What follows belongs to an exercise in optimizing a design on an open flow for small area, a short achievable clock period and few clock cycles per item; a production flow would make more cautious choices. Function was not checked in any run shown here: the RTL went through the layout flow alone.

==> flow/config.mk <==
export PLATFORM = sky130hd
export DESIGN_NAME = rgb_to_hsv_pixel_top
export DESIGN_NICKNAME = rgb_to_hsv_pixel_top
export VERILOG_FILES = /design/flow/design.v
export SDC_FILE = /design/flow/constraint.sdc
export NUM_CORES = 4
export LEC_CHECK = 0
export ABC_CLOCK_PERIOD_IN_PS = 4000
export CAP_MARGIN = 20
export CORE_MARGIN = 2
export CORE_UTILIZATION = 40
export SETUP_SLACK_MARGIN = 4.5
export SLEW_MARGIN = 20
==> flow/design.v <==
module rgb_to_hsv_pixel_top (
   input  logic        clock,
   input  logic        reset,
   input  logic        pix_valid,
   output logic        pix_ready,
   input  logic [7:0]  pix_red,
   input  logic [7:0]  pix_green,
   input  logic [7:0]  pix_blue,
   output logic        hsv_valid,
   input  logic        hsv_ready,
   output logic [14:0] hsv_hue,
   output logic [7:0]  hsv_saturation,
   output logic [7:0]  hsv_brightness,
   output logic        hsv_is_gray
);
   logic v1;
   logic [7:0] s1_pr;
   logic [7:0] s1_pg;
   logic [7:0] s1_pb;
   logic [0:0] rg_1;
   logic [0:0] rb_2;
   logic [0:0] gb_3;
   logic [0:0] isr_4;
   logic [0:0] isg_5;
   logic [1:0] sec_6;
   logic [7:0] mx_7;
   logic [7:0] mn_8;
   logic [7:0] dl_9;
   logic [7:0] da_10;
   logic [7:0] db_11;
   logic [0:0] neg_12;
   logic [7:0] d_13;
   logic [11:0] d15_14;
   logic [7:0] hR_15;
   logic [3:0] hL_16;
   logic v2;
   logic [1:0] s2_sec;
   logic [7:0] s2_mx;
   logic [7:0] s2_dl;
   logic [0:0] s2_neg;
   logic [7:0] s2_hR;
   logic [3:0] s2_hL;
   logic [2:0] hL_17;
   logic [8:0] hT_18;
   logic [9:0] hD_19;
   logic [0:0] hge_20;
   logic [7:0] hR_21;
   logic [0:0] hQ_22;
   logic [1:0] hL_23;
   logic [8:0] hT_24;
   logic [9:0] hD_25;
   logic [0:0] hge_26;
   logic [7:0] hR_27;
   logic [1:0] hQ_28;
   logic [0:0] hL_29;
   logic [8:0] hT_30;
   logic [9:0] hD_31;
   logic [0:0] hge_32;
   logic [7:0] hR_33;
   logic [2:0] hQ_34;
   logic v3;
   logic [1:0] s3_sec;
   logic [7:0] s3_mx;
   logic [7:0] s3_dl;
   logic [0:0] s3_neg;
   logic [7:0] s3_hR;
   logic [0:0] s3_hL;
   logic [2:0] s3_hQ;
   logic [8:0] hT_35;
   logic [9:0] hD_36;
   logic [0:0] hge_37;
   logic [7:0] hR_38;
   logic [3:0] hQ_39;
   logic [7:0] nd_40;
   logic [7:0] sR_41;
   logic [8:0] hT_42;
   logic [9:0] hD_43;
   logic [0:0] hge_44;
   logic [7:0] hR_45;
   logic [4:0] hQ_46;
   logic [8:0] sT_47;
   logic [9:0] sD_48;
   logic [0:0] sge_49;
   logic [7:0] sR_50;
   logic [0:0] sQ_51;
   logic [8:0] hT_52;
   logic [9:0] hD_53;
   logic [0:0] hge_54;
   logic [7:0] hR_55;
   logic [5:0] hQ_56;
   logic [8:0] sT_57;
   logic [9:0] sD_58;
   logic [0:0] sge_59;
   logic [7:0] sR_60;
   logic [1:0] sQ_61;
   logic v4;
   logic [1:0] s4_sec;
   logic [7:0] s4_mx;
   logic [7:0] s4_dl;
   logic [0:0] s4_neg;
   logic [7:0] s4_hR;
   logic [5:0] s4_hQ;
   logic [7:0] s4_sR;
   logic [1:0] s4_sQ;
   logic [7:0] nd_62;
   logic [8:0] hT_63;
   logic [9:0] hD_64;
   logic [0:0] hge_65;
   logic [7:0] hR_66;
   logic [6:0] hQ_67;
   logic [8:0] sT_68;
   logic [9:0] sD_69;
   logic [0:0] sge_70;
   logic [7:0] sR_71;
   logic [2:0] sQ_72;
   logic [8:0] hT_73;
   logic [9:0] hD_74;
   logic [0:0] hge_75;
   logic [7:0] hR_76;
   logic [7:0] hQ_77;
   logic [8:0] sT_78;
   logic [9:0] sD_79;
   logic [0:0] sge_80;
   logic [7:0] sR_81;
   logic [3:0] sQ_82;
   logic [8:0] hT_83;
   logic [9:0] hD_84;
   logic [0:0] hge_85;
   logic [7:0] hR_86;
   logic [8:0] hQ_87;
   logic [8:0] sT_88;
   logic [9:0] sD_89;
   logic [0:0] sge_90;
   logic [7:0] sR_91;
   logic [4:0] sQ_92;
   logic v5;
   logic [1:0] s5_sec;
   logic [7:0] s5_mx;
   logic [7:0] s5_dl;
   logic [0:0] s5_neg;
   logic [7:0] s5_hR;
   logic [8:0] s5_hQ;
   logic [7:0] s5_sR;
   logic [4:0] s5_sQ;
   logic [7:0] nd_93;
   logic [8:0] hT_94;
   logic [9:0] hD_95;
   logic [0:0] hge_96;
   logic [7:0] hR_97;
   logic [9:0] hQ_98;
   logic [8:0] sT_99;
   logic [9:0] sD_100;
   logic [0:0] sge_101;
   logic [7:0] sR_102;
   logic [5:0] sQ_103;
   logic [8:0] hT_104;
   logic [9:0] hD_105;
   logic [0:0] hge_106;
   logic [7:0] hR_107;
   logic [10:0] hQ_108;
   logic [8:0] sT_109;
   logic [9:0] sD_110;
   logic [0:0] sge_111;
   logic [7:0] sR_112;
   logic [6:0] sQ_113;
   logic [8:0] hT_114;
   logic [9:0] hD_115;
   logic [0:0] hge_116;
   logic [7:0] hR_117;
   logic [11:0] hQ_118;
   logic [8:0] sT_119;
   logic [9:0] sD_120;
   logic [0:0] sge_121;
   logic [7:0] sR_122;
   logic [7:0] sQ_123;
   logic [0:0] gray_124;
   logic v6;
   logic [1:0] s6_sec;
   logic [7:0] s6_mx;
   logic [0:0] s6_neg;
   logic [11:0] s6_hQ;
   logic [7:0] s6_sQ;
   logic [0:0] s6_gray;
   logic [14:0] base_125;
   logic [14:0] sq_126;
   logic [14:0] hue_127;
   logic [7:0] sat_128;
   logic [31:0] res_129;
   logic en;
   logic o_valid;
   logic [31:0] o_res;
   assign rg_1 = s1_pr >= s1_pg;
   assign rb_2 = s1_pr >= s1_pb;
   assign gb_3 = s1_pg >= s1_pb;
   assign isr_4 = rg_1 & rb_2;
   assign isg_5 = ~isr_4 & gb_3;
   assign sec_6 = {~isr_4 & ~isg_5, isg_5};
   assign mx_7 = isr_4 ? s1_pr : (isg_5 ? s1_pg : s1_pb);
   assign mn_8 = rg_1 ? (gb_3 ? s1_pb : s1_pg) : (rb_2 ? s1_pb : s1_pr);
   assign dl_9 = mx_7 - mn_8;
   assign da_10 = isr_4 ? s1_pg : (isg_5 ? s1_pb : s1_pr);
   assign db_11 = isr_4 ? s1_pb : (isg_5 ? s1_pr : s1_pg);
   assign neg_12 = da_10 < db_11;
   assign d_13 = neg_12 ? db_11 - da_10 : da_10 - db_11;
   assign d15_14 = {d_13, 4'b0000} - {4'b0000, d_13};
   assign hR_15 = d15_14[11:4];
   assign hL_16 = d15_14[3:0];
   assign hL_17 = s2_hL[2:0];
   assign hT_18 = {s2_hR, s2_hL[3]};
   assign hD_19 = {1'b0, hT_18} - {2'b00, s2_dl};
   assign hge_20 = ~hD_19[9];
   assign hR_21 = hge_20 ? hD_19[7:0] : hT_18[7:0];
   assign hQ_22 = hge_20;
   assign hL_23 = hL_17[1:0];
   assign hT_24 = {hR_21, hL_17[2]};
   assign hD_25 = {1'b0, hT_24} - {2'b00, s2_dl};
   assign hge_26 = ~hD_25[9];
   assign hR_27 = hge_26 ? hD_25[7:0] : hT_24[7:0];
   assign hQ_28 = {hQ_22, hge_26};
   assign hL_29 = hL_23[0:0];
   assign hT_30 = {hR_27, hL_23[1]};
   assign hD_31 = {1'b0, hT_30} - {2'b00, s2_dl};
   assign hge_32 = ~hD_31[9];
   assign hR_33 = hge_32 ? hD_31[7:0] : hT_30[7:0];
   assign hQ_34 = {hQ_28, hge_32};
   assign hT_35 = {s3_hR, s3_hL[0]};
   assign hD_36 = {1'b0, hT_35} - {2'b00, s3_dl};
   assign hge_37 = ~hD_36[9];
   assign hR_38 = hge_37 ? hD_36[7:0] : hT_35[7:0];
   assign hQ_39 = {s3_hQ, hge_37};
   assign nd_40 = 8'd0 - s3_dl;
   assign sR_41 = ~nd_40;
   assign hT_42 = {hR_38, 1'b0};
   assign hD_43 = {1'b0, hT_42} - {2'b00, s3_dl};
   assign hge_44 = ~hD_43[9];
   assign hR_45 = hge_44 ? hD_43[7:0] : hT_42[7:0];
   assign hQ_46 = {hQ_39, hge_44};
   assign sT_47 = {sR_41, nd_40[7]};
   assign sD_48 = {1'b0, sT_47} - {2'b00, s3_mx};
   assign sge_49 = ~sD_48[9];
   assign sR_50 = sge_49 ? sD_48[7:0] : sT_47[7:0];
   assign sQ_51 = sge_49;
   assign hT_52 = {hR_45, 1'b0};
   assign hD_53 = {1'b0, hT_52} - {2'b00, s3_dl};
   assign hge_54 = ~hD_53[9];
   assign hR_55 = hge_54 ? hD_53[7:0] : hT_52[7:0];
   assign hQ_56 = {hQ_46, hge_54};
   assign sT_57 = {sR_50, nd_40[6]};
   assign sD_58 = {1'b0, sT_57} - {2'b00, s3_mx};
   assign sge_59 = ~sD_58[9];
   assign sR_60 = sge_59 ? sD_58[7:0] : sT_57[7:0];
   assign sQ_61 = {sQ_51, sge_59};
   assign nd_62 = 8'd0 - s4_dl;
   assign hT_63 = {s4_hR, 1'b0};
   assign hD_64 = {1'b0, hT_63} - {2'b00, s4_dl};
   assign hge_65 = ~hD_64[9];
   assign hR_66 = hge_65 ? hD_64[7:0] : hT_63[7:0];
   assign hQ_67 = {s4_hQ, hge_65};
   assign sT_68 = {s4_sR, nd_62[5]};
   assign sD_69 = {1'b0, sT_68} - {2'b00, s4_mx};
   assign sge_70 = ~sD_69[9];
   assign sR_71 = sge_70 ? sD_69[7:0] : sT_68[7:0];
   assign sQ_72 = {s4_sQ, sge_70};
   assign hT_73 = {hR_66, 1'b0};
   assign hD_74 = {1'b0, hT_73} - {2'b00, s4_dl};
   assign hge_75 = ~hD_74[9];
   assign hR_76 = hge_75 ? hD_74[7:0] : hT_73[7:0];
   assign hQ_77 = {hQ_67, hge_75};
   assign sT_78 = {sR_71, nd_62[4]};
   assign sD_79 = {1'b0, sT_78} - {2'b00, s4_mx};
   assign sge_80 = ~sD_79[9];
   assign sR_81 = sge_80 ? sD_79[7:0] : sT_78[7:0];
   assign sQ_82 = {sQ_72, sge_80};
   assign hT_83 = {hR_76, 1'b0};
   assign hD_84 = {1'b0, hT_83} - {2'b00, s4_dl};
   assign hge_85 = ~hD_84[9];
   assign hR_86 = hge_85 ? hD_84[7:0] : hT_83[7:0];
   assign hQ_87 = {hQ_77, hge_85};
   assign sT_88 = {sR_81, nd_62[3]};
   assign sD_89 = {1'b0, sT_88} - {2'b00, s4_mx};
   assign sge_90 = ~sD_89[9];
   assign sR_91 = sge_90 ? sD_89[7:0] : sT_88[7:0];
   assign sQ_92 = {sQ_82, sge_90};
   assign nd_93 = 8'd0 - s5_dl;
   assign hT_94 = {s5_hR, 1'b0};
   assign hD_95 = {1'b0, hT_94} - {2'b00, s5_dl};
   assign hge_96 = ~hD_95[9];
   assign hR_97 = hge_96 ? hD_95[7:0] : hT_94[7:0];
   assign hQ_98 = {s5_hQ, hge_96};
   assign sT_99 = {s5_sR, nd_93[2]};
   assign sD_100 = {1'b0, sT_99} - {2'b00, s5_mx};
   assign sge_101 = ~sD_100[9];
   assign sR_102 = sge_101 ? sD_100[7:0] : sT_99[7:0];
   assign sQ_103 = {s5_sQ, sge_101};
   assign hT_104 = {hR_97, 1'b0};
   assign hD_105 = {1'b0, hT_104} - {2'b00, s5_dl};
   assign hge_106 = ~hD_105[9];
   assign hR_107 = hge_106 ? hD_105[7:0] : hT_104[7:0];
   assign hQ_108 = {hQ_98, hge_106};
   assign sT_109 = {sR_102, nd_93[1]};
   assign sD_110 = {1'b0, sT_109} - {2'b00, s5_mx};
   assign sge_111 = ~sD_110[9];
   assign sR_112 = sge_111 ? sD_110[7:0] : sT_109[7:0];
   assign sQ_113 = {sQ_103, sge_111};
   assign hT_114 = {hR_107, 1'b0};
   assign hD_115 = {1'b0, hT_114} - {2'b00, s5_dl};
   assign hge_116 = ~hD_115[9];
   assign hR_117 = hge_116 ? hD_115[7:0] : hT_114[7:0];
   assign hQ_118 = {hQ_108, hge_116};
   assign sT_119 = {sR_112, nd_93[0]};
   assign sD_120 = {1'b0, sT_119} - {2'b00, s5_mx};
   assign sge_121 = ~sD_120[9];
   assign sR_122 = sge_121 ? sD_120[7:0] : sT_119[7:0];
   assign sQ_123 = {sQ_113, sge_121};
   assign gray_124 = ~|s5_dl;
   assign base_125 = (s6_sec == 2'd1) ? 15'd7680 : (s6_sec == 2'd2) ? 15'd15360 : ((s6_neg && |s6_hQ) ? 15'd23040 : 15'd0);
   assign sq_126 = s6_neg ? (15'd0 - {3'b000, s6_hQ}) : {3'b000, s6_hQ};
   assign hue_127 = s6_gray ? 15'd0 : (base_125 + sq_126);
   assign sat_128 = s6_gray ? 8'd0 : s6_sQ;
   assign res_129 = {hue_127, sat_128, s6_mx, s6_gray};
   always_ff @(posedge clock) begin
      if (reset) v1 <= 1'b0;
      else if (en) v1 <= pix_valid;
   end
   always_ff @(posedge clock) begin
      if (en) begin
         s1_pr <= pix_red;
         s1_pg <= pix_green;
         s1_pb <= pix_blue;
      end
   end
   always_ff @(posedge clock) begin
      if (reset) v2 <= 1'b0;
      else if (en) v2 <= v1;
   end
   always_ff @(posedge clock) begin
      if (en) begin
         s2_sec <= sec_6;
         s2_mx <= mx_7;
         s2_dl <= dl_9;
         s2_neg <= neg_12;
         s2_hR <= hR_15;
         s2_hL <= hL_16;
      end
   end
   always_ff @(posedge clock) begin
      if (reset) v3 <= 1'b0;
      else if (en) v3 <= v2;
   end
   always_ff @(posedge clock) begin
      if (en) begin
         s3_sec <= s2_sec;
         s3_mx <= s2_mx;
         s3_dl <= s2_dl;
         s3_neg <= s2_neg;
         s3_hR <= hR_33;
         s3_hL <= hL_29;
         s3_hQ <= hQ_34;
      end
   end
   always_ff @(posedge clock) begin
      if (reset) v4 <= 1'b0;
      else if (en) v4 <= v3;
   end
   always_ff @(posedge clock) begin
      if (en) begin
         s4_sec <= s3_sec;
         s4_mx <= s3_mx;
         s4_dl <= s3_dl;
         s4_neg <= s3_neg;
         s4_hR <= hR_55;
         s4_hQ <= hQ_56;
         s4_sR <= sR_60;
         s4_sQ <= sQ_61;
      end
   end
   always_ff @(posedge clock) begin
      if (reset) v5 <= 1'b0;
      else if (en) v5 <= v4;
   end
   always_ff @(posedge clock) begin
      if (en) begin
         s5_sec <= s4_sec;
         s5_mx <= s4_mx;
         s5_dl <= s4_dl;
         s5_neg <= s4_neg;
         s5_hR <= hR_86;
         s5_hQ <= hQ_87;
         s5_sR <= sR_91;
         s5_sQ <= sQ_92;
      end
   end
   always_ff @(posedge clock) begin
      if (reset) v6 <= 1'b0;
      else if (en) v6 <= v5;
   end
   always_ff @(posedge clock) begin
      if (en) begin
         s6_sec <= s5_sec;
         s6_mx <= s5_mx;
         s6_neg <= s5_neg;
         s6_hQ <= hQ_118;
         s6_sQ <= sQ_123;
         s6_gray <= gray_124;
      end
   end
   logic k_valid;
   logic [31:0] k_res;
   assign en = ~k_valid;
   always_ff @(posedge clock) begin
      if (reset) begin
         o_valid <= 1'b0;
         k_valid <= 1'b0;
      end else begin
         if (~o_valid | hsv_ready) o_valid <= k_valid | v6;
         if (k_valid) k_valid <= ~hsv_ready;
         else         k_valid <= v6 & o_valid & ~hsv_ready;
      end
   end
   always_ff @(posedge clock) begin
      if (~o_valid | hsv_ready) o_res <= k_valid ? k_res : res_129;
      if (~k_valid) k_res <= res_129;
   end
   assign pix_ready      = en;
   assign hsv_valid      = o_valid;
   assign hsv_hue        = o_res[31:17];
   assign hsv_saturation = o_res[16:9];
   assign hsv_brightness = o_res[8:1];
   assign hsv_is_gray    = o_res[0];
endmodule
==> flow/constraint.sdc <==
create_clock -name core_clock -period 8.5 [get_ports {clock}]
set_input_delay 1.7000 -clock core_clock [delete_from_list [all_inputs] [get_ports {clock}]]
set_output_delay 1.7000 -clock core_clock [all_outputs]
set_load 0.01 [all_outputs]
==> flow/run.sh <==
#!/bin/bash
# synth_recipe.tcl (not shown) runs the flow's synth.tcl, then flattens the netlist and writes it again
# the make line also repeats each setting of config.mk as NAME=value (left out here)
make -C /OpenROAD-flow-scripts/flow DESIGN_CONFIG=/design/flow/config.mk WORK_HOME=/design/flow/orfs CLKGATE_MAP_FILE= SYNTH_SCRIPT=/design/flow/synth_recipe.tcl finish
==> results_dict.tcl, run 1 <==
set metrics [dict create \
    status "no timing/DRC/antenna violations" \
    fmax_mhz 156 \
    period_share 0.756 \
    synth_seq_cells 282 \
    min_path_cells 0 \
    min_to "s6_sec[1]" \
    coreArea_um2 47400 \
    vias 14369 \
    synth-async-reset-ratio 0 \
    clk_pin_slew_worst_paths_ns 0.06 \
    final_nets 2360 \
    grt_max_degree 73 \
    ant_nets 0 \
    grt_pass1_wl_um 72700 \
    synth_edf_count 242 \
    cts-buffers-inserted 31 \
    slew_viol_final 0 \
    reg2reg_to "s5_sR[6]" \
    grt-ovfl-total 0 \
    dp_cells 2429 \
    hp-class "flop to flop" \
    drive_above_1_share 0.312 \
    synth_seq_area_share 0.422 \
    crit_path_end_kind "flop" \
    rsz0062_at_grt "true" \
    reg2reg_depth 32 \
    ys.flop_type "edfxtp_1" \
    fin_cells 2744 \
    root_buffer "clkbuf_16" \
    mappedNetlistArea_um2 19100 \
    cts_tree "yes" \
    fill_cells 4065 \
    synthesis.nets 2036 \
    worst_ep_required_time_ns 8.85 \
    io_pins 62 \
    worstHoldStart "s5_sec[1]" \
    clock-sinks 282 \
    start_util 0.403 \
    die_area_um2 49500 \
    die_h_um 223 \
    drt-pass1-iter-count 5 \
    cts.hold.buffers_added 0 \
    grt_usage 0.178 \
    max-slew-margin-rel 0.389 \
    syn_inst 1780 \
    use_met3 0.0229 \
    crit_fanout 5 \
    clk_latency_ns 0.59 \
    synth_area_per_cell_um2 10.7 \
    worst_ep_arrival_time_ns 6.77 \
    slowest_delay_ns 0.45 \
    hold_viol 0 \
    cpMostUsedCell "o21ai_1" \
    grt_pass1_vias 14615 \
    final.setup_skew_ns 0.00875 \
    use_met2 0.336 \
    area_growth_pct 32.6 \
    maxCapViolCount 0 \
    critPathLaunchType "flop" \
    antenna_found_initial 0 \
    worstMarginPinSlew_ns 0.916 \
    n_antenna_cell 0 \
    yosys_warnings 1 \
    critPathKind "flop to flop" \
    drc 0 \
    gp_congestion 0.826 \
    post_drt_via_cell_ratio 5.24 \
    wl_per_cell_um 16.6 \
    finalSetupTns_ns 0 \
    synth_cell_types 90 \
    crit_path_top_delay_cell "edfxtp_1" \
    use_met1 0.211 \
    rows 80 \
    timing.rr.start "s4_dl[2]" \
    wl_um 45600 \
    drtIter0Drc 617 \
    setup_viol 0 \
    r2r_setup_slack_ns 2.08 \
    fp.dieW_um 223 \
    dpl.hpwl_um 30200 \
    min_period_ns 6.42 \
    clockBufferDepth 3 \
    cts_htree_levels 1 \
    busiest_layer "met2" \
    portBuffers 61 \
]
## kinds of logic after synthesis
family / share of synthesized area
AO/OA/AOI/OAI: 0.153
XOR/XNOR: 0.0563
adder cells (fa/ha/maj): 0.156
buffers and inverters: 0.0450
flip-flops: 0.422
multiplexers: 0.0768
AND/OR/NAND/NOR: 0.0903
## sequential cells by signal, indices dropped and copies added, names as in the netlist, 9 cells and up
name,count
k_res,32
o_res,32
s5_hQ,9
s6_hQ,12
## worst max-delay path by stage
stage	from	end	slack, ns
after floorplan	s4_dl[2]	s5_sR[1]	2.40
after global placement	s4_dl[0]	s5_sR[1]	1.53
after detailed placement	s4_dl[0]	s5_sR[7]	1.35
after CTS	s4_dl[0]	s5_sR[4]	2.12
after global routing	s4_dl[2]	s5_sR[7]	1.67
final	s4_dl[2]	s5_sR[6]	2.08
## placed cells by master (no fill, tap or decap), drive strengths merged, types with 25 or more instances in the layout
| cell type | count |
|---|---|
| a21boi | 33 |
| a21o | 43 |
| a21oi | 107 |
| buf | 261 |
| clkbuf | 43 |
| clkdlybuf4s50 | 61 |
| dfxtp | 40 |
| edfxtp | 242 |
| ha | 210 |
| inv | 189 |
| mux2 | 86 |
| mux2i | 49 |
| nand2 | 105 |
| nand2b | 29 |
| nor2 | 129 |
| nor2b | 34 |
| o21a | 25 |
| o21ai | 111 |
| xnor2 | 79 |
| xor2 | 42 |
## cell type report
class,instances,area [um2],share of cell area
timing repair inverter,1,5.00,0.000198
clock inverter,15,159,0.00627
tap,615,769,0.0304
clock buffer,43,892,0.0352
timing repair buffer,323,2900,0.115
inverter,186,727,0.0287
sequential,282,8070,0.318
multi-input combinational,1279,11800,0.466
## synthesized netlist by cell type (3+ instances only)
master / count / area, um2
nor4_1: 5 / 31.3
a31oi_1: 6 / 37.5
dfxtp_1: 40 / 801
o21ai_1: 8 / 40.0
xnor2_1: 77 / 674
or2_2: 5 / 31.3
a21boi_1: 8 / 60.1
a21oi_1: 106 / 531
clkbuf_1: 17 / 63.8
mux2_2: 83 / 935
nor3_1: 20 / 100
inv_1: 185 / 694
or3_1: 8 / 50.1
nand4_1: 4 / 25.0
o22ai_1: 6 / 37.5
ha_1: 210 / 2630
nand2_1: 105 / 394
o211ai_1: 3 / 22.5
o21bai_1: 8 / 60.1
o31ai_1: 12 / 90.1
edfxtp_1: 242 / 7270
nand2b_1: 28 / 175
and3_1: 6 / 37.5
nor2b_1: 34 / 213
a41o_1: 4 / 40.0
a211o_1: 7 / 61.3
and2_1: 7 / 43.8
buf_1: 7 / 26.3
o21ai_0: 101 / 505
a21o_1: 42 / 315
fa_1: 18 / 360
o21a_1: 23 / 173
buf_2: 8 / 40.0
nor2_1: 127 / 477
mux2i_1: 48 / 480
a21boi_0: 23 / 173
a31o_2: 3 / 26.3
a22o_1: 20 / 175
o31a_1: 5 / 43.8
nand3_1: 8 / 40.0
xor2_1: 42 / 368
## critical path, delay by kind of cell, from the launching register on
kind,cells,cell delay (ns)
and+or+nand+nor,6,0.88
DFF,1,0.45
muxes,3,0.88
adders and majority gates,3,0.72
buffers and inverters,1,0.07
xor gates and xnor gates,1,0.22
AOI/OAI and AO/OA,18,2.97
## routing by layer
layer  wire length, um  share of wire
met4              1320          0.029
met1             19100           0.42
met3              1310          0.029
met2             23900           0.52
met5                 0              0
## metrics by stage
| stage | worst slack (ns) | util | hold WS (ns) | instance area, um2 |
|---|---|---|---|---|
| floorplan | 2.40 | - | 0.400 | 19800 |
| global placement | 1.53 | 0.442 | 0.401 | 21000 |
| detailed placement | 1.35 | 0.442 | 0.405 | 21000 |
| CTS | 2.12 | 0.512 | 0.418 | 24300 |
| global route | 1.67 | 0.534 | 0.424 | 25300 |
| finish | 2.08 | 0.534 | 0.415 | 25300 |
## what timing repair did
action	CTS	global route
gates cloned	6	0
buffers inserted	177	74
setup endpoints to repair	71	65
pin swaps	139	132
gates resized for setup	181	103
==> run 2: changes to the inputs <==
--- a/flow/design.v
+++ b/flow/design.v
@@ -14,11 +14,14 @@
    output logic        hsv_is_gray
 );
-   logic v1;
-   logic [7:0] s1_pr;
-   logic [7:0] s1_pg;
-   logic [7:0] s1_pb;
    logic [0:0] rg_1;
    logic [0:0] rb_2;
    logic [0:0] gb_3;
+   logic v1;
+   logic [7:0] s1_r;
+   logic [7:0] s1_g;
+   logic [7:0] s1_b;
+   logic [0:0] s1_rg;
+   logic [0:0] s1_rb;
+   logic [0:0] s1_gb;
    logic [0:0] isr_4;
    logic [0:0] isg_5;
@@ -26,8 +29,8 @@
    logic [7:0] mx_7;
    logic [7:0] mn_8;
-   logic [7:0] dl_9;
-   logic [7:0] da_10;
-   logic [7:0] db_11;
-   logic [0:0] neg_12;
+   logic [7:0] da_9;
+   logic [7:0] db_10;
+   logic [0:0] neg_11;
+   logic [7:0] dl_12;
    logic [7:0] d_13;
    logic [11:0] d15_14;
@@ -37,6 +40,6 @@
    logic [1:0] s2_sec;
    logic [7:0] s2_mx;
-   logic [7:0] s2_dl;
    logic [0:0] s2_neg;
+   logic [7:0] s2_dl;
    logic [7:0] s2_hR;
    logic [3:0] s2_hL;
@@ -62,6 +65,6 @@
    logic [1:0] s3_sec;
    logic [7:0] s3_mx;
-   logic [7:0] s3_dl;
    logic [0:0] s3_neg;
+   logic [7:0] s3_dl;
    logic [7:0] s3_hR;
    logic [0:0] s3_hL;
@@ -97,6 +100,6 @@
    logic [1:0] s4_sec;
    logic [7:0] s4_mx;
-   logic [7:0] s4_dl;
    logic [0:0] s4_neg;
+   logic [7:0] s4_dl;
    logic [7:0] s4_hR;
    logic [5:0] s4_hQ;
@@ -137,6 +140,6 @@
    logic [1:0] s5_sec;
    logic [7:0] s5_mx;
-   logic [7:0] s5_dl;
    logic [0:0] s5_neg;
+   logic [7:0] s5_dl;
    logic [7:0] s5_hR;
    logic [8:0] s5_hQ;
@@ -190,17 +193,17 @@
    logic o_valid;
    logic [31:0] o_res;
-   assign rg_1 = s1_pr >= s1_pg;
-   assign rb_2 = s1_pr >= s1_pb;
-   assign gb_3 = s1_pg >= s1_pb;
-   assign isr_4 = rg_1 & rb_2;
-   assign isg_5 = ~isr_4 & gb_3;
+   assign rg_1 = pix_red >= pix_green;
+   assign rb_2 = pix_red >= pix_blue;
+   assign gb_3 = pix_green >= pix_blue;
+   assign isr_4 = s1_rg & s1_rb;
+   assign isg_5 = ~isr_4 & s1_gb;
    assign sec_6 = {~isr_4 & ~isg_5, isg_5};
-   assign mx_7 = isr_4 ? s1_pr : (isg_5 ? s1_pg : s1_pb);
-   assign mn_8 = rg_1 ? (gb_3 ? s1_pb : s1_pg) : (rb_2 ? s1_pb : s1_pr);
-   assign dl_9 = mx_7 - mn_8;
-   assign da_10 = isr_4 ? s1_pg : (isg_5 ? s1_pb : s1_pr);
-   assign db_11 = isr_4 ? s1_pb : (isg_5 ? s1_pr : s1_pg);
-   assign neg_12 = da_10 < db_11;
-   assign d_13 = neg_12 ? db_11 - da_10 : da_10 - db_11;
+   assign mx_7 = isr_4 ? s1_r : (isg_5 ? s1_g : s1_b);
+   assign mn_8 = s1_rg ? (s1_gb ? s1_b : s1_g) : (s1_rb ? s1_b : s1_r);
+   assign da_9 = isr_4 ? s1_g : (isg_5 ? s1_b : s1_r);
+   assign db_10 = isr_4 ? s1_b : (isg_5 ? s1_r : s1_g);
+   assign neg_11 = isr_4 ? ~s1_gb : (isg_5 ? s1_rb : ~s1_rg);
+   assign dl_12 = mx_7 - mn_8;
+   assign d_13 = neg_11 ? db_10 - da_9 : da_9 - db_10;
    assign d15_14 = {d_13, 4'b0000} - {4'b0000, d_13};
    assign hR_15 = d15_14[11:4];
@@ -229,5 +232,5 @@
    assign hR_38 = hge_37 ? hD_36[7:0] : hT_35[7:0];
    assign hQ_39 = {s3_hQ, hge_37};
-   assign nd_40 = 8'd0 - s3_dl;
+   assign nd_40 = {s3_dl[7] ^ (|s3_dl[6:0]), s3_dl[6] ^ (|s3_dl[5:0]), s3_dl[5] ^ (|s3_dl[4:0]), s3_dl[4] ^ (|s3_dl[3:0]), s3_dl[3] ^ (|s3_dl[2:0]), s3_dl[2] ^ (|s3_dl[1:0]), s3_dl[1] ^ (|s3_dl[0:0]), s3_dl[0]};
    assign sR_41 = ~nd_40;
    assign hT_42 = {hR_38, 1'b0};
@@ -251,5 +254,5 @@
    assign sR_60 = sge_59 ? sD_58[7:0] : sT_57[7:0];
    assign sQ_61 = {sQ_51, sge_59};
-   assign nd_62 = 8'd0 - s4_dl;
+   assign nd_62 = {s4_dl[7] ^ (|s4_dl[6:0]), s4_dl[6] ^ (|s4_dl[5:0]), s4_dl[5] ^ (|s4_dl[4:0]), s4_dl[4] ^ (|s4_dl[3:0]), s4_dl[3] ^ (|s4_dl[2:0]), s4_dl[2] ^ (|s4_dl[1:0]), s4_dl[1] ^ (|s4_dl[0:0]), s4_dl[0]};
    assign hT_63 = {s4_hR, 1'b0};
    assign hD_64 = {1'b0, hT_63} - {2'b00, s4_dl};
@@ -282,5 +285,5 @@
    assign sR_91 = sge_90 ? sD_89[7:0] : sT_88[7:0];
    assign sQ_92 = {sQ_82, sge_90};
-   assign nd_93 = 8'd0 - s5_dl;
+   assign nd_93 = {s5_dl[7] ^ (|s5_dl[6:0]), s5_dl[6] ^ (|s5_dl[5:0]), s5_dl[5] ^ (|s5_dl[4:0]), s5_dl[4] ^ (|s5_dl[3:0]), s5_dl[3] ^ (|s5_dl[2:0]), s5_dl[2] ^ (|s5_dl[1:0]), s5_dl[1] ^ (|s5_dl[0:0]), s5_dl[0]};
    assign hT_94 = {s5_hR, 1'b0};
    assign hD_95 = {1'b0, hT_94} - {2'b00, s5_dl};
@@ -325,7 +328,10 @@
    always_ff @(posedge clock) begin
       if (en) begin
-         s1_pr <= pix_red;
-         s1_pg <= pix_green;
-         s1_pb <= pix_blue;
+         s1_r <= pix_red;
+         s1_g <= pix_green;
+         s1_b <= pix_blue;
+         s1_rg <= rg_1;
+         s1_rb <= rb_2;
+         s1_gb <= gb_3;
       end
    end
@@ -338,6 +344,6 @@
          s2_sec <= sec_6;
          s2_mx <= mx_7;
-         s2_dl <= dl_9;
-         s2_neg <= neg_12;
+         s2_neg <= neg_11;
+         s2_dl <= dl_12;
          s2_hR <= hR_15;
          s2_hL <= hL_16;
@@ -352,6 +358,6 @@
          s3_sec <= s2_sec;
          s3_mx <= s2_mx;
-         s3_dl <= s2_dl;
          s3_neg <= s2_neg;
+         s3_dl <= s2_dl;
          s3_hR <= hR_33;
          s3_hL <= hL_29;
@@ -367,6 +373,6 @@
          s4_sec <= s3_sec;
          s4_mx <= s3_mx;
-         s4_dl <= s3_dl;
          s4_neg <= s3_neg;
+         s4_dl <= s3_dl;
          s4_hR <= hR_55;
          s4_hQ <= hQ_56;
@@ -383,6 +389,6 @@
          s5_sec <= s4_sec;
          s5_mx <= s4_mx;
-         s5_dl <= s4_dl;
          s5_neg <= s4_neg;
+         s5_dl <= s4_dl;
          s5_hR <= hR_86;
          s5_hQ <= hQ_87;
@@ -405,20 +411,11 @@
       end
    end
-   logic k_valid;
-   logic [31:0] k_res;
-   assign en = ~k_valid;
-   always_ff @(posedge clock) begin
-      if (reset) begin
-         o_valid <= 1'b0;
-         k_valid <= 1'b0;
-      end else begin
-         if (~o_valid | hsv_ready) o_valid <= k_valid | v6;
-         if (k_valid) k_valid <= ~hsv_ready;
-         else         k_valid <= v6 & o_valid & ~hsv_ready;
-      end
+   assign en = ~o_valid | hsv_ready;
+   always_ff @(posedge clock) begin
+      if (reset) o_valid <= 1'b0;
+      else if (en) o_valid <= v6;
    end
    always_ff @(posedge clock) begin
-      if (~o_valid | hsv_ready) o_res <= k_valid ? k_res : res_129;
-      if (~k_valid) k_res <= res_129;
+      if (en) o_res <= res_129;
    end
    assign pix_ready      = en;
--- a/flow/config.mk
+++ b/flow/config.mk
@@ -6,8 +6,8 @@
 export NUM_CORES = 4
 export LEC_CHECK = 0
-export ABC_CLOCK_PERIOD_IN_PS = 4000
+export ABC_CLOCK_PERIOD_IN_PS = 3500
 export CAP_MARGIN = 20
 export CORE_MARGIN = 2
 export CORE_UTILIZATION = 40
-export SETUP_SLACK_MARGIN = 4.5
+export SETUP_SLACK_MARGIN = 5
 export SLEW_MARGIN = 20
==> run 2 against run 1 <==
Compared with the run above:
- first-iteration DRC count is 3.2% lower
- non-clock buffer count is 39 lower
- register-to-register slack better by 0.48 ns
==> results_dict.tcl, run 2 <==
set metrics [dict create \
    status "no timing/DRC/antenna violations" \
    yosys_warnings 1 \
    fin_util 0.536 \
    wl_um 41600 \
    crit_path_end_kind "flop" \
    dpl.hpwl_um 28500 \
    vias 13706 \
    multi_input_area_um2 11800 \
    regArea_um2 7500 \
    die_h_um 218 \
    fill_cells 3905 \
    antenna_found_initial 0 \
    synth_seq_area_share 0.409 \
    rsz0062_at_grt "true" \
    crit_path_end "s5_sR[3]" \
    final_nets 2291 \
    worst_ep_required_time_ns 8.81 \
    clk_latency_ns 0.57 \
    fp.dieW_um 218 \
    area_growth_pct 32.5 \
    drive_above_1_share 0.306 \
    reg2reg_to "s5_sR[3]" \
    synthesis.nets 1994 \
    gp_congestion 0.804 \
    clockBufferDepth 3 \
    hold_viol 0 \
    slowest_delay_ns 0.41 \
    fmax_mhz 168 \
    grt-ovfl-total 0 \
    post_drt_via_cell_ratio 5.16 \
    dpl_worst_slack_ns 1.08 \
    critPathLaunchType "flop" \
    yosysMostFrequentCell "edfxtp_1" \
    grt_pass1_wl_um 67000 \
    cts.hold.buffers_added 0 \
    clk_pin_slew_worst_paths_ns 0.06 \
    drt-pass1-iter-count 6 \
    mappedNetlistArea_um2 18300 \
    synth_cell_types 77 \
    cts_tree "yes" \
    syn_inst 1733 \
    largestRegisters "o_res x32, s6_hQ x12, s5_hQ x9" \
    rows 78 \
    cts_htree_levels 1 \
    maxCapViolCount 0 \
    drc 0 \
    final.setup_skew_ns 0.0148 \
    coreArea_um2 45300 \
    synth.top_cells.by_count "245 x edfxtp_1, 215 x ha_1, 169 x inv_1, 148 x nor2_1, 122 x a21oi_1" \
    grt_max_degree 86 \
    clock-sinks 252 \
    n_antenna_cell 0 \
    reg2reg_depth 33 \
    synth_area_leader_cell "edfxtp_1" \
    hp-class "flop to flop" \
    critPathKind "flop to flop" \
    synth_edf_count 245 \
    synth.top_cell.area_share 0.402 \
    synth_area_per_cell_um2 10.6 \
    portBuffers 61 \
    io_pins 62 \
    cp-startpoint "s4_dl[0]" \
    fin_worst_hold_slack_ns 0.415 \
    largest_reg_flops 32 \
    ant_nets 0 \
    setup_viol 0 \
    start_util 0.404 \
    synth_area_leaders "edfxtp_1 40%, ha_1 15%, mux2_2 4.6%" \
    wl_per_cell_um 15.7 \
    layout_common_cells "245 x edfxtp_1, 177 x buf_4, 169 x ha_1" \
    fin_ws_ns 2.56 \
    slew_viol_final 0 \
    grt_pass1_vias 13884 \
    synth_seq_cells 252 \
    root_buffer "clkbuf_16" \
    finalSetupTns_ns 0 \
    timing.rr.start "s4_dl[0]" \
    period_share 0.699 \
    cts-buffers-inserted 30 \
    crit_path_top_delay_cell "edfxtp_1" \
    cpMostUsedCell "buf_4" \
    min_period_ns 5.94 \
    r2r_setup_slack_ns 2.56 \
    die_area_um2 47500 \
    worst_ep_arrival_time_ns 6.25 \
    ys.flop_type "edfxtp_1" \
    drtIter0Drc 597 \
    worstMarginPinSlew_ns 1.04 \
    grt_usage 0.171 \
    largest_register "o_res" \
    layout_commonest_cell "edfxtp_1" \
    synth-async-reset-ratio 0 \
    crit_fanout 5 \
    max-slew-margin-rel 0.302 \
]
[run 2: cell types whose count changed in the layout (fill, tap and decap cells not counted), moves of 13 or more]
cell	previous run	this run
buf_4	211	177
dfxtp_1	39	7
nand2_1	97	67
nor2_1	114	137
a22o_1	20	0
inv_1	158	138
o21ai_1	24	11
xnor2_1	72	59
[run 2: what timing repair did]
item	4_1_cts	5_1_grt
setup buffers	149	66
gates cloned	7	0
pin swaps	77	69
resized for setup	173	134
endpoints found under the setup margin	283	128
[run 2: how the worst min path moves through the flow]
| stage | endpoint | slack [ns] | depth (start not counted) | start |
|---|---|---|---|---|
| finish | s3_mx[7] | 0.41 | 0 | s2_mx[7] |
| global route | s3_mx[7] | 0.42 | 0 | s2_mx[7] |
| CTS | s3_mx[7] | 0.42 | 0 | s2_mx[7] |
| detailed placement | s5_hQ[5] | 0.40 | 0 | s4_hQ[2] |
| global placement | s3_mx[4] | 0.40 | 0 | s2_mx[4] |
| floorplan | o_res[1] | 0.40 | 0 | s6_mx[0] |
[run 2: area by class of cell]
type                       count  share of cell area
timing repair buffer         284               0.104
timing repair inverter         1            0.000206
clock buffer                  37              0.0341
multi-input combinational   1290               0.487
sequential                   252               0.309
clock inverter                19             0.00557
tap                          600              0.0309
inverter                     171              0.0290
[run 2: worst max-delay path, delay by kind of cell (launching register included)]
| kind | cells | cell delay, ns |
|---|---|---|
| muxes | 3 | 0.83 |
| xor gates and xnor gates | 1 | 0.20 |
| DFF | 1 | 0.41 |
| and+or+nand+nor | 9 | 1.13 |
| AOI/OAI and AO/OA | 7 | 1.30 |
| adders and majority gates | 4 | 0.98 |
| buffers and inverters | 9 | 0.83 |
[run 2: logic make-up (layout without fill, tap and decap cells)]
| group | count (synthesis) | in the layout | share of synthesized area |
|---|---|---|---|
| and+or+nand+nor | 400 | 403 | 0.107 |
| AOI/OAI and AO/OA | 399 | 399 | 0.139 |
| DFF | 252 | 252 | 0.409 |
| adders and majority gates | 233 | 233 | 0.167 |
| buffers and inverters | 194 | 512 | 0.0401 |
| muxes | 136 | 136 | 0.0808 |
| xor gates and xnor gates | 119 | 119 | 0.0569 |
[run 2: through the flow]
step,cell area [um2],cells
after floorplan,19000,1733
after global placement,20200,2376
after detailed placement,20200,2376
after CTS,23200,2588
after global routing,24300,2654
final,24300,2654
[run 2: metal layers]
layer	up-vias	global-route usage	routed length, um
li1	6865	-	-
met4	0	0.0492	1060
met5	-	0	0
met1	6590	0.204	18000
met2	186	0.317	21400
met3	65	0.0244	1210

==> afterwards: timing with drivers on the ports <==
How much do the figures lean on ideal ports? The routed layouts below were timed once more, with nothing changed but the port constraints. Step 1 assumes that a clkbuf_16 drives the clock port and a buf_2 every other input. Step 2 times the ports against the registers' clock, not the clock port: input delays grow and output delays shrink by t, the midpoint of the rising clock arrivals with the driver on. a / b / c = ideal ports / drivers / drivers and shift; a / b = the first two.
run	shift t [ns]	setup slack, ns	latest minus earliest clock arrival (ns)
run 1	0.647	2.077 / 2.077 / 2.077	0.009 / 0.009
run 2	0.615	2.557 / 2.557 / 2.557	0.015 / 0.015
After both steps every run listed still meets setup and hold.
